This design comes from an exercise in tuning for small area, a short achievable clock period and few clock cycles on the open sky130 flow, not from production work. Only simulation tests tie the RTL to the original design; equivalence was not proved. Power is estimated from default activity; no workload was simulated.

## main
## execute_calc_mc
module execute_calc_mc #(
    parameter int XLEN   = 32,
    parameter int MASK_W = XLEN / 8
) (
    input  logic              clk,
    input  logic              reset,
    input  logic              flush,
    input  logic              in_valid,
    output logic              in_ready,
    input  logic [3:0]        in_alu_op,
    input  logic [3:0]        in_br_op,
    input  logic [1:0]        in_mem_op,
    input  logic [2:0]        in_funct3,
    input  logic              in_use_rs2,
    input  logic [XLEN-1:0]   in_rs1_val,
    input  logic [XLEN-1:0]   in_rs2_val,
    input  logic [XLEN-1:0]   in_imm,
    input  logic [XLEN-1:0]   in_pc,
    output logic              out_valid,
    input  logic              out_ready,
    output logic [XLEN-1:0]   out_alu_result,
    output logic              out_cmp_eq,
    output logic              branch_taken_out,
    output logic [XLEN-1:0]   branch_target_out,
    output logic              mem_write_out,
    output logic              mem_read_out,
    output logic [XLEN-1:0]   mem_addr_out,
    output logic [XLEN-1:0]   mem_data_out,
    output logic [MASK_W-1:0] mem_mask_out,
    output logic              busy_out
);
    localparam logic [3:0] ALU_NONE = 4'd0,  ALU_ADD  = 4'd1,  ALU_SUB  = 4'd2,  ALU_AND  = 4'd3;
    localparam logic [3:0] ALU_OR   = 4'd4,  ALU_XOR  = 4'd5,  ALU_SLL  = 4'd6,  ALU_SRL  = 4'd7;
    localparam logic [3:0] ALU_SRA  = 4'd8,  ALU_SLT  = 4'd9,  ALU_SLTU = 4'd10, ALU_MUL  = 4'd11;
    localparam logic [3:0] ALU_MULH = 4'd12, ALU_DIV  = 4'd13, ALU_REM  = 4'd14, ALU_PASS = 4'd15;
    localparam logic [3:0] BR_NONE = 4'd0, BR_BEQ  = 4'd1, BR_BNE  = 4'd2,  BR_BLT  = 4'd3;
  ...
Size: about 260 flip-flops, ~290 I/O pins, about 32000 sq um of cells after synthesis.
==> flow/config.mk <==
export PLATFORM = sky130hd
export DESIGN_NAME = execute_calc_mc
export DESIGN_NICKNAME = execute_calc_mc
export VERILOG_FILES = /design/flow/design.v
export SDC_FILE = /design/flow/constraint.sdc
export NUM_CORES = 4
export LEC_CHECK = 0
export CAP_MARGIN = 20
export CORE_MARGIN = 2
export CORE_UTILIZATION = 40
export SLEW_MARGIN = 20
==> flow/constraint.sdc <==
create_clock -name core_clock -period 12.0 [get_ports {clk}]
set_input_delay 2.4000 -clock core_clock [delete_from_list [all_inputs] [get_ports {clk}]]
set_output_delay 2.4000 -clock core_clock [all_outputs]
set_load 0.01 [all_outputs]
standard.sh (not shown) runs the stock make flow with config.mk's settings and CLKGATE_MAP_FILE= SYNTH_SCRIPT=/design/flow/synth_recipe.tcl, a recipe that flattens the netlist after the stock synthesis.
==> flow/flow/run.sh <==
#!/bin/bash
# The standard ORFS layout (standard.sh, unchanged synthesis), with two settings of
# how the layout is made: the resizer repairs setup timing toward a tighter target
# (SETUP_SLACK_MARGIN, an optimisation margin only; the SDC and clock are the standard flow's), and the
# port buffers that the flow inserts on every input and output are buf_1 cells.
# The full tool output goes to standard.log in this folder.
set -o pipefail
export SETUP_SLACK_MARGIN=6.5
export BUFFER_PORTS_ARGS="-buffer_cell sky130_fd_sc_hd__buf_1"
bash standard.sh > standard.log 2>&1
Testbench counts of main, summed over its fixed seeds: cycles 45,988.
The following lists how the feature branch was set up differently from main:
--- a/flow/design.v
+++ b/flow/design.v
@@ -54,19 +54,18 @@
     logic [4:0]        p_cnt;
     logic              p_first, p_cy;
     logic [4:0]        p_shift;
     logic              p_bz, p_noiter;
     logic              r_valid, r_eq, r_taken, r_mem_wr, r_mem_rd;
     logic [XLEN-1:0]   r_res, r_tgt, r_dat;
     logic [MASK_W-1:0] r_mask;
     logic out_free, p_last, move, accept, step;
-    logic r_rdy_a, r_rdy_b;
     assign out_free = !r_valid || out_ready;
-    assign in_ready = reset && (r_rdy_a || (r_rdy_b && out_ready));
+    assign in_ready = reset && (!p_valid || (p_last && out_free));
     assign accept   = in_valid && in_ready && !flush;
     assign move     = reset && !flush && p_valid && p_last && out_free;    
     assign step     = reset && !flush && p_valid && !p_last && out_free;   
     logic [XLEN-1:0] b_in, tsum_in;
     logic            jr_in;
     always_comb begin
         if (in_alu_op == ALU_ADD && in_mem_op != MEM_NONE)
             b_in = in_imm;
@@ -209,39 +208,16 @@
             BR_BLT, BR_BLTU:        taken = res[0];
             BR_BGE, BR_BGEU:        taken = !res[0];
             BR_JAL, BR_JALR, BR_JR: taken = 1'b1;
             default:                taken = 1'b0;
         endcase
     end
     assign tgt = (p_br_op == BR_NONE) ? '0 :
                  {p_tsum[XLEN-1:1], p_tsum[0] && !(p_br_op == BR_JALR || p_br_op == BR_JR)};
-    logic p_valid_nx, r_valid_nx, p_last_nx;
-    always_comb begin
-        if (!reset || flush) begin
-            p_valid_nx = 1'b0;
-            r_valid_nx = 1'b0;
-        end else begin
-            p_valid_nx = accept ? 1'b1 : (move ? 1'b0 : p_valid);
-            r_valid_nx = move ? 1'b1 : ((step || out_ready) ? 1'b0 : r_valid);
-        end
-        if (accept)
-            p_last_nx = is_mul_in ? 1'b0 : (is_div_in ? ((b_in == '0) || shift_in[6]) : 1'b1);
-        else if (step)
-            case (p_state)
-                S_DAL:   p_last_nx = (p_shift == 5'd0);
-                default: p_last_nx = (p_cnt == 5'd1);
-            endcase
-        else
-            p_last_nx = p_last;
-    end
-    always_ff @(posedge clk) begin
-        r_rdy_a <= !p_valid_nx || (p_last_nx && !r_valid_nx);
-        r_rdy_b <= p_valid_nx && p_last_nx;
-    end
     always_ff @(posedge clk) begin
         if (!reset || flush) begin
             p_valid <= 1'b0;
             r_valid <= 1'b0;
         end else begin
             if (accept)    p_valid <= 1'b1;
             else if (move) p_valid <= 1'b0;
             if (move)                      r_valid <= 1'b1;
==> run summary <==
Synthesized cell count on the feature branch is down relative to main.
Taking main as the reference, in the feature branch fraction of met2 tracks used by global routing went down by 2.1 points, clock network area share decreased by 0.20 points relative to the old numbers, power moved up.
Cell area: the feature branch < main
Testbench counts of the feature branch, summed over its fixed seeds: cycles 45,988.

## afterwards: timing with drivers on the ports
The flow's constraints put no driver on any port. The routed layouts listed below were extracted and timed again, unchanged, in two steps.
Step 1: set_driving_cell puts a clkbuf_16 on clk and a buf_2 on each other input, an assumption about the parent block.
Step 2, shift: input delay + t, output delay - t, t = (earliest + latest rising clock arrival at the registers) / 2. This alone moves slack from input paths to output paths.
a / b / c = ideal ports / drivers / drivers and shift; a / b = the first two.
run | shift t [ns] | slack for setup (ns) | clock arrival spread, ns | cell pins on the clock port's net
main | 0.645 | 6.472 / 6.472 / 5.990 | 0.025 / 0.025 | 1
the feature branch | 0.637 | 6.325 / 6.368 / 5.730 | 0.025 / 0.025 | 1
After both steps setup and hold are still met in every run listed. The setup slack of the feature branch, which loses most, moves by +0.043 ns with the drivers and by -0.595 ns with both steps.
